This design comes from an exercise in tuning for small area, a short achievable clock period and few clock cycles per item on the open sky130 flow, not from production work. In this exercise RTL edits were held to simulation tests only and were not proved equivalent to the original.

File: design.v
`timescale 1ns / 1ps
package jmbq_pkg;
    localparam int NUM_BTN   = 5;
    localparam int BTN_IDX_W = $clog2(NUM_BTN);
    localparam int TIME_W   = 32;
    localparam int SAMPLE_W = 12;
    localparam int KEYS_W   = 4;
    localparam int MOVE_W   = 8;
    localparam int SPEED_W  = 7;
    localparam int DZ_W     = 11;
    localparam int MS_W     = 16;
    localparam int CLICK_W  = 2;
    localparam int NUM_W = SAMPLE_W + SPEED_W;
    localparam int IN_TDATA_W  = 64;
    localparam int OUT_TDATA_W = 32;
    localparam int IN_NOW_LSB   = 0;
    localparam int IN_SX_LSB    = IN_NOW_LSB + TIME_W;
    localparam int IN_SY_LSB    = IN_SX_LSB + SAMPLE_W;
    localparam int IN_STICK_LSB = IN_SY_LSB + SAMPLE_W;
    localparam int IN_KEYS_LSB  = IN_STICK_LSB + 1;
    localparam int IN_USED_W    = IN_KEYS_LSB + KEYS_W;
    localparam int OUT_MX_LSB    = 0;
    localparam int OUT_MY_LSB    = OUT_MX_LSB + MOVE_W;
    localparam int OUT_MV_LSB    = OUT_MY_LSB + MOVE_W;
    localparam int OUT_CLICK_LSB = OUT_MV_LSB + 1;
    localparam int OUT_DOWN_LSB  = OUT_CLICK_LSB + CLICK_W;
    localparam int OUT_UP_LSB    = OUT_DOWN_LSB + KEYS_W;
    localparam int OUT_USED_W    = OUT_UP_LSB + KEYS_W;
    localparam int CFG_IDX_W  = 3;
    localparam int CFG_DATA_W = 16;
    localparam logic [CFG_IDX_W-1:0] CFG_CENTER_X   = 3'd0;
    localparam logic [CFG_IDX_W-1:0] CFG_CENTER_Y   = 3'd1;
    localparam logic [CFG_IDX_W-1:0] CFG_DEADZONE   = 3'd2;
    localparam logic [CFG_IDX_W-1:0] CFG_TOP_SPEED  = 3'd3;
    localparam logic [CFG_IDX_W-1:0] CFG_DEBOUNCE   = 3'd4;
    localparam logic [CFG_IDX_W-1:0] CFG_LONG_PRESS = 3'd5;
    localparam logic [SAMPLE_W-1:0] RST_CENTER     = 12'd2048;
    localparam logic [DZ_W-1:0]     RST_DEADZONE   = 11'd50;
    localparam logic [SPEED_W-1:0]  RST_TOP_SPEED  = 7'd10;
    localparam logic [MS_W-1:0]     RST_DEBOUNCE   = 16'd30;
    localparam logic [MS_W-1:0]     RST_LONG_PRESS = 16'd1000;
    localparam logic [SAMPLE_W-1:0] AXIS_FULL_SCALE = 12'd2048;
    localparam logic [CLICK_W-1:0] CLICKS_PRESS = 2'd1;
    localparam logic [CLICK_W-1:0] CLICKS_LONG  = 2'd2;
endpackage
`timescale 1ns / 1ps
module joystick_mouse_button_qualifier_unit (
    input  logic                                i_clk,
    input  logic                                i_rst_n,
    input  logic                                s_axis_tvalid,
    output logic                                s_axis_tready,
    input  logic [jmbq_pkg::IN_TDATA_W-1:0]     s_axis_tdata,
    output logic                                m_axis_tvalid,
    input  logic                                m_axis_tready,
    output logic [jmbq_pkg::OUT_TDATA_W-1:0]    m_axis_tdata,
    input  logic                                i_cfg_we,
    input  logic [jmbq_pkg::CFG_IDX_W-1:0]      i_cfg_idx,
    input  logic [jmbq_pkg::CFG_DATA_W-1:0]     i_cfg_wdata
);
    localparam int NB = jmbq_pkg::NUM_BTN;
    localparam int TW = jmbq_pkg::TIME_W;
    localparam int SW = jmbq_pkg::SAMPLE_W;
    localparam int KW = jmbq_pkg::KEYS_W;
    localparam int PW = jmbq_pkg::SPEED_W;
    localparam int DW = jmbq_pkg::DZ_W;
    localparam int HW = jmbq_pkg::MS_W;
    localparam logic [8:0] PIPE = 9'b0_1010_1011;
    localparam int AW = 20;
    localparam int BRW = 10;
    localparam int STW = 1 + BRW + 2 * AW;
    logic [SW-1:0] r_center_x, r_center_y;
    logic [DW-1:0] r_deadzone;
    logic [PW-1:0] r_top_speed;
    logic [HW-1:0] r_debounce_ms, r_long_press_ms;
    always_ff @(posedge i_clk) begin
        if (!i_rst_n) begin
            r_center_x      <= jmbq_pkg::RST_CENTER;
            r_center_y      <= jmbq_pkg::RST_CENTER;
            r_deadzone      <= jmbq_pkg::RST_DEADZONE;
            r_top_speed     <= jmbq_pkg::RST_TOP_SPEED;
            r_debounce_ms   <= jmbq_pkg::RST_DEBOUNCE;
            r_long_press_ms <= jmbq_pkg::RST_LONG_PRESS;
        end else if (i_cfg_we) begin
            case (i_cfg_idx)
                jmbq_pkg::CFG_CENTER_X:   r_center_x      <= i_cfg_wdata[SW-1:0];
                jmbq_pkg::CFG_CENTER_Y:   r_center_y      <= i_cfg_wdata[SW-1:0];
                jmbq_pkg::CFG_DEADZONE:   r_deadzone      <= i_cfg_wdata[DW-1:0];
                jmbq_pkg::CFG_TOP_SPEED:  r_top_speed     <= i_cfg_wdata[PW-1:0];
                jmbq_pkg::CFG_DEBOUNCE:   r_debounce_ms   <= i_cfg_wdata[HW-1:0];
                jmbq_pkg::CFG_LONG_PRESS: r_long_press_ms <= i_cfg_wdata[HW-1:0];
                default: ;
            endcase
        end
    end
    logic r_en;
    logic r_out_valid, r_spare_valid;
    logic [jmbq_pkg::OUT_USED_W-1:0] r_out_data, r_spare_data;
    logic w_take, w_arrive;
    logic [jmbq_pkg::OUT_USED_W-1:0] w_result;
    assign s_axis_tready = r_en;
    assign m_axis_tvalid = r_out_valid;
    assign m_axis_tdata  = {(jmbq_pkg::OUT_TDATA_W - jmbq_pkg::OUT_USED_W)'(0), r_out_data};
    assign w_take        = r_out_valid && m_axis_tready;
    logic          r_v0;
    logic [TW-1:0] r_now;
    logic [SW-1:0] r_sx, r_sy;
    logic [NB-1:0] r_raw;
    always_ff @(posedge i_clk) begin
        if (!i_rst_n) begin
            r_v0 <= 1'b0;
        end else if (r_en) begin
            r_v0 <= s_axis_tvalid;
        end
    end
    always_ff @(posedge i_clk) begin
        if (r_en) begin
            r_now <= s_axis_tdata[jmbq_pkg::IN_NOW_LSB +: TW];
            r_sx  <= s_axis_tdata[jmbq_pkg::IN_SX_LSB +: SW];
            r_sy  <= s_axis_tdata[jmbq_pkg::IN_SY_LSB +: SW];
            r_raw <= {s_axis_tdata[jmbq_pkg::IN_KEYS_LSB +: KW],
                      s_axis_tdata[jmbq_pkg::IN_STICK_LSB]};
        end
    end
    logic [NB-1:0] r_raw_last, r_stable;
    logic [TW-1:0] r_change_time [NB];
    logic [TW-1:0] r_press_start;
    logic          r_press_valid, r_long_done;
    logic [NB-1:0] w_changed, w_acc;
    logic          w_long_hit, w_press;
    logic [1:0]    w_clicks;
    logic [KW-1:0] w_downs, w_ups;
    logic          w_step;
    assign w_step = r_en && r_v0;
    always_comb begin
        for (int b = 0; b < NB; b++) begin
            w_changed[b] = r_raw[b] != r_raw_last[b];
            w_acc[b]     = !w_changed[b] && (r_stable[b] != r_raw[b]) &&
                           ((r_now - r_change_time[b]) > TW'(r_debounce_ms));
        end
        w_press    = w_acc[0] && r_raw[0];
        w_long_hit = !w_acc[0] && r_stable[0] && r_press_valid && !r_long_done &&
                     ((r_now - r_press_start) >= TW'(r_long_press_ms));
        w_clicks   = {w_long_hit, w_press};
        w_downs    = w_acc[NB-1:1] & r_raw[NB-1:1];
        w_ups      = w_acc[NB-1:1] & ~r_raw[NB-1:1];
    end
    always_ff @(posedge i_clk) begin
        if (!i_rst_n) begin
            r_raw_last    <= '1;
            r_stable      <= '1;
            r_press_valid <= 1'b0;
            r_long_done   <= 1'b0;
        end else if (w_step) begin
            r_raw_last <= r_raw;
            for (int b = 0; b < NB; b++) begin
                if (w_acc[b]) r_stable[b] <= r_raw[b];
            end
            if (w_acc[0]) begin
                r_press_valid <= r_raw[0];
                r_long_done   <= 1'b0;
            end else if (w_long_hit) begin
                r_long_done <= 1'b1;
            end
        end
    end
    always_ff @(posedge i_clk) begin
        if (w_step) begin
            for (int b = 0; b < NB; b++) begin
                if (w_changed[b]) r_change_time[b] <= r_now;
            end
            if (w_press) r_press_start <= r_now;
        end
    end
    logic [SW-1:0] w_neg_div;
    assign w_neg_div = {1'b1, r_deadzone};
    function automatic logic [AW-1:0] f_prep(input logic [SW-1:0] s, input logic [SW-1:0] c,
                                             input logic [DW-1:0] dz);
        logic [SW:0]   d;
        logic [SW-1:0] mag;
        logic [SW:0]   e;
        d   = {1'b0, s} - {1'b0, c};
        mag = d[SW] ? SW'(-d) : d[SW-1:0];
        e   = {1'b0, mag} - {2'b0, dz};
        f_prep = {mag[SW-1], !d[SW], 7'b0, (e[SW] || e == '0) ? 11'd0 : e[10:0]};
    endfunction
    function automatic logic [AW-1:0] f_mul(input logic [AW-1:0] a, input logic [PW-1:0] sp);
        f_mul = {a[AW-1:AW-2], 18'(a[10:0] * sp)};
    endfunction
    function automatic logic [AW-1:0] f_div(input logic [AW-1:0] a, input logic [SW-1:0] nd);
        logic [SW-1:0] t;
        logic [SW:0]   s;
        t = a[17:6];
        s = {1'b0, t} + {1'b0, nd};
        f_div = {a[AW-1:AW-2], s[SW] ? s[10:0] : t[10:0], a[5:0], s[SW]};
    endfunction
    function automatic logic [7:0] f_move(input logic [AW-1:0] a, input logic [PW-1:0] sp);
        logic [PW-1:0] q;
        q = a[AW-1] ? sp : a[PW-1:0];
        f_move = a[AW-2] ? 8'(-{1'b0, q}) : {1'b0, q};
    endfunction
    logic [STW-1:0] x_op [9];
    logic [STW-1:0] y_op [9];
    assign x_op[0] = {r_v0, w_ups, w_downs, w_clicks,
                      f_prep(r_sx, r_center_x, r_deadzone),
                      f_prep(r_sy, r_center_y, r_deadzone)};
    assign x_op[1] = {y_op[0][STW-1:2*AW],
                      f_mul(y_op[0][2*AW-1:AW], r_top_speed),
                      f_mul(y_op[0][AW-1:0], r_top_speed)};
    genvar gj;
    generate
        for (gj = 2; gj <= 8; gj++) begin : g_div
            assign x_op[gj] = {y_op[gj-1][STW-1:2*AW],
                               f_div(y_op[gj-1][2*AW-1:AW], w_neg_div),
                               f_div(y_op[gj-1][AW-1:0], w_neg_div)};
        end
        for (gj = 0; gj <= 8; gj++) begin : g_stage
            if (PIPE[gj]) begin : g_reg
                logic [STW-1:0] r_st;
                always_ff @(posedge i_clk) begin
                    if (!i_rst_n) begin
                        r_st[STW-1] <= 1'b0;
                    end else if (r_en) begin
                        r_st[STW-1] <= x_op[gj][STW-1];
                    end
                end
                always_ff @(posedge i_clk) begin
                    if (r_en) r_st[STW-2:0] <= x_op[gj][STW-2:0];
                end
                assign y_op[gj] = r_st;
            end else begin : g_wire
                assign y_op[gj] = x_op[gj];
            end
        end
    endgenerate
    logic [7:0] w_mx, w_my;
    assign w_mx     = f_move(y_op[8][2*AW-1:AW], r_top_speed);
    assign w_my     = f_move(y_op[8][AW-1:0], r_top_speed);
    assign w_arrive = r_en && y_op[8][STW-1];
    assign w_result = {y_op[8][STW-2:2*AW], (w_mx != '0) || (w_my != '0), w_my, w_mx};
    logic w_out_load;
    assign w_out_load = !r_out_valid || m_axis_tready;
    always_ff @(posedge i_clk) begin
        if (!i_rst_n) begin
            r_out_valid   <= 1'b0;
            r_spare_valid <= 1'b0;
            r_en          <= 1'b1;
        end else begin
            if (w_out_load) begin
                r_out_valid   <= r_spare_valid || w_arrive;
                r_spare_valid <= r_spare_valid && w_arrive;
            end else begin
                r_spare_valid <= r_spare_valid || w_arrive;
            end
            r_en <= !((r_out_valid && !m_axis_tready) && (r_spare_valid || w_arrive)) &&
                    !(r_spare_valid && w_arrive);
        end
    end
    always_ff @(posedge i_clk) begin
        if (w_out_load) begin
            r_out_data <= r_spare_valid ? r_spare_data : w_result;
        end
        if (w_arrive && ((r_spare_valid && w_out_load) || (!r_spare_valid && !w_out_load))) begin
            r_spare_data <= w_result;
        end
    end
endmodule
File: run.sh
#!/bin/bash
# synth_recipe.tcl (not shown) runs the flow's synth.tcl, then flattens the netlist and writes it again
# the make line also repeats each setting of config.mk as NAME=value (left out here)
make -C /OpenROAD-flow-scripts/flow DESIGN_CONFIG=/design/flow/config.mk WORK_HOME=/design/flow/orfs CLKGATE_MAP_FILE= SYNTH_SCRIPT=/design/flow/synth_recipe.tcl finish
File: config.mk
export PLATFORM = sky130hd
export DESIGN_NAME = joystick_mouse_button_qualifier_unit
export DESIGN_NICKNAME = joystick_mouse_button_qualifier_unit
export VERILOG_FILES = /design/flow/design.v
export SDC_FILE = /design/flow/constraint.sdc
export NUM_CORES = 4
export LEC_CHECK = 0
export CAP_MARGIN = 20
export CORE_MARGIN = 2
export CORE_UTILIZATION = 40
export SLEW_MARGIN = 20
File: constraint.sdc
create_clock -name core_clock -period 10.0 [get_ports {i_clk}]
set_input_delay 2.0000 -clock core_clock [delete_from_list [all_inputs] [get_ports {i_clk}]]
set_output_delay 2.0000 -clock core_clock [all_outputs]
set_load 0.01 [all_outputs]
==> flow_summary.ini <==
[clock_tree]
cts_max_path_buffers = 3
cts_setup_buffers = 0
ctsResizeCount = 0
clock-sinks = 638
clk_pin_slew_ns = 0.05
cts_hold_buf = 0
cts_tree = done
cts_htree_levels = 3
numCtsBuffers = 80
clk_latency_ns = 0.66
cts_root_buf = clkbuf_16

[timing]
drv_slew = 0
worst-slew-pin-transition_ns = 1.10
rsz0062_at_grt = false
fmax_mhz = 151
timing.setup.tns_ns = 0
hold_violations = 0
relSlewSlack = 0.258
period_needed_ns = 6.62
setup_viol = 0
skew_ns = 0.0301
timing.final.crit_share = 0.662

[synth]
yosys.area.top_type = edfxtp_1
synth-edff-count = 543
ys_async_sr_fraction = 0
ys_warn_count = 4
ys_seq_area_frac = 0.379
yosysTopAreaCellShare = 0.339
synthTopCellsByArea = edfxtp_1, ha_1, fa_1, xnor2_1, dfxtp_1
yosysMostFrequentCell = ha_1
synthTopCellsByCount = ha_1, edfxtp_1, inv_1
syn_inst = 4764
ys.flop_type = edfxtp_1
syn_area_mm2 = 0.0480
ys_ff_latch = 638
syn_area_per_cell_um2 = 10.1
synth_cell_types = 111

[critical_path]
r2r-end = g_stage[3].g_reg.r_st[10]
r2r_setup_slack_ns = 3.38
cp.required_ns = 10.38
r2r_cells = 25
arrival_ns = 7.00
cp-end-kind = register
cp-endpoint = g_stage[3].g_reg.r_st[10]
rr_startpoint = r_deadzone[1]
worstSetupStartpointType = register
crit_type = register to register
worst-path-max-fanout = 27
crit_start = r_deadzone[1]

[route]
wl_met1_mm = 50.4
drt_iter0_markers = 1959
totalWireLength_mm = 117
ant_nets = 0
wl_met3_mm = 4.08
top_layer = met5
drtPass1Iterations = 5
dr_wl_met2_mm = 58.5
via_count = 35000
drc = 0
avgRoutedWirePerCell_um = 17.8
avgViaCountPerCell = 5.32

[die]
rows = 127
die_height_um = 351
core_area_mm2 = 0.119
io_pins = 122
die-area_mm2 = 0.123
start_util = 0.402
fp.dieW_um = 351

[power_and_ir_drop]
p_total_mw = 11.3
p_sw_mw = 3.86
ir_drop_mv = 0.126
switching_share = 0.340
powerDensity_mw_per_mm2 = 211
clockPowerShare = 0.260
power.leakage_nw = 22.7
power.internal_mw = 7.48
power_frac_seq = 0.331
p_comb_frac = 0.409

[final_layout]
syn_to_final_growth_pct = 12.1
finalInstanceArea_mm2 = 0.0538
fillers = 11400
antenna_cells = 0
multiInputGateArea_mm2 = 0.0275
drive_gt1_frac = 0.0782
nNetsFinal = 5660
area.sequential_mm2 = 0.0182

[job]
drv_cap = 0

[grt]
grt_pass1_vias = 35200
antenna_found_initial = 2
grt_first_pass_wirelength_mm = 187
grt_max_degree = 96
grt.overflow.total = 0
grt_usage = 0.192

[place]
dp.final_hpwl_mm = 88.2
port_buffers = 113
dpl-instance-area_mm2 = 0.0511
gp_congestion = 0.903

[status]
run_status = timing/DRC/antenna clean

[hold_path]
hp-class = register to register
[layout by cell type (no fill, tap or decap), drive strengths merged, types with 17 or more instances in the layout]
master / n
nand2: 438
clkdlybuf4s50: 112
edfxtp: 543
mux2: 130
o31ai: 18
inv: 507
nor2: 210
nand2b: 57
and3: 23
xnor2: 239
clkbuf: 106
dfxtp: 95
buf: 51
xor2: 76
o21ai: 167
a2111oi: 20
clkinv: 26
a211oi: 29
nor2b: 71
ha: 556
a21boi: 73
o211ai: 48
nand3: 75
a31oi: 33
nor4: 26
o21a: 70
mux2i: 35
a21oi: 366
or3: 17
nor3b: 18
nand4: 56
and2: 81
nor3: 70
o21bai: 80
a21o: 129
fa: 110
[flip-flops by register name, indices dropped and copies added, names as in the netlist, 5 cells and up]
name	count
g_stage.g_reg.r_st	241
r_change_time	160
r_now	32
r_press_start	32
r_out_data	27
r_spare_data	27
r_debounce_ms	16
r_long_press_ms	16
r_center_x	12
r_center_y	12
r_sx	12
r_sy	12
r_deadzone	11
r_top_speed	7
r_raw	5
r_raw_last	5
r_stable	5
[worst max-delay path, cell delays in order (launching register included)]
cell and delay (ns):
dfxtp_2 0.31, buf_4 0.25, fa_1 0.51, a21o_1 0.17
a21oi_1 0.21, o21bai_1 0.09, a21oi_1 0.22, nor2b_1 0.07
o21a_1 0.19, o31a_1 0.26, o21a_1 0.18, nand2b_1 0.37
mux2_2 0.42, fa_1 0.43, a21o_1 0.20, a21oi_1 0.22
o21bai_1 0.09, a21oi_1 0.22, o21bai_1 0.09, a21oi_1 0.22
o21bai_1 0.10, a21oi_1 0.18, nand2b_1 0.13, nor2b_1 0.68
inv_1 0.21, mux2_2 0.33
[metal layers]
layer | track usage | vias to the layer above
li1 | - | 17500
met4 | 0.0742 | 4
met2 | 0.347 | 545
met1 | 0.229 | 16800
met3 | 0.0250 | 216
met5 | 0 | -
[metrics by stage]
step	cells	hold slack [ns]	utilization	setup slack (ns)
after CTS	6584	0.417	0.450	3.31
after floorplan	4768	0.400	-	0.394
after global routing	6585	0.421	0.450	2.70
after global placement	6435	0.402	0.428	3.30
after detailed placement	6435	0.405	0.428	3.33
final	6585	0.414	0.450	3.38
[cell type report]
class | instances | area share
flip-flops and latches | 638 | 0.338
clock inverters | 43 | 0.00711
well taps | 1612 | 0.0375
clock buffers | 106 | 0.0425
multi-input cells | 3520 | 0.511
repair buffers | 163 | 0.0283
inverters | 503 | 0.0351
[kinds of logic after synthesis]
kind of cell / count (synthesis) / synth area share
simple gates: 1199 / 0.122
compound gates: 1169 / 0.163
fa+ha+maj: 667 / 0.191
flops: 638 / 0.379
buf+inv: 610 / 0.0493
xor+xnor: 315 / 0.0576
mux: 165 / 0.0378
other cells: 1 / 0.0000781
[worst min path at each step]
stage / start / endpoint / slack (ns) / depth (start not counted)
2_1_floorplan: g_stage[0].g_reg.r_st[18] / g_stage[1].g_reg.r_st[18] / 0.40 / 0
3_3_place_gp: g_stage[5].g_reg.r_st[39] / g_stage[7].g_reg.r_st[39] / 0.40 / 0
3_5_place_dp: g_stage[1].g_reg.r_st[21] / g_stage[3].g_reg.r_st[23] / 0.40 / 0
4_1_cts: g_stage[5].g_reg.r_st[40] / g_stage[7].g_reg.r_st[40] / 0.42 / 0
5_1_grt: g_stage[1].g_reg.r_st[24] / g_stage[3].g_reg.r_st[26] / 0.42 / 0
6_report: g_stage[1].g_reg.r_st[21] / g_stage[3].g_reg.r_st[23] / 0.41 / 0
[power groups by stage]
stage	sequential, mW	clock (mW)	combinational (mW)
floorplan	3.70	0	3.71
global placement	3.80	0	4.52
detailed placement	3.81	0	4.64
CTS	3.76	3.04	4.68
global route	3.81	3.14	5.27
finish	3.75	2.95	4.64
Testbench counts, summed over its fixed seeds: cycles 3,256, polls 3,200.

==> what the ideal ports hide <==
No port has a modelled driver above. Below, the same layout with a new extraction and two added sets of constraints. Step 1 assumes that a clkbuf_16 drives the clock port and a buf_2 every other input. Step 2 also shifts input and output timing later by t, the mid clock arrival at the registers, as if the neighbouring blocks saw the same clock. Slacks: ideal ports / drivers / drivers and shift; pairs: ideal ports / drivers.
shift t [ns]: 0.718
slack for setup (ns): 3.381 / 3.381 / 3.381
hold WS [ns]: 0.414 / 0.414 / 0.414
worst register clock-pin slew, ns: 0.06 / 0.06
After both steps this run still meets setup and hold. For this run, drivers alone change the setup slack by 0.000 ns; drivers and shift together by 0.000 ns.
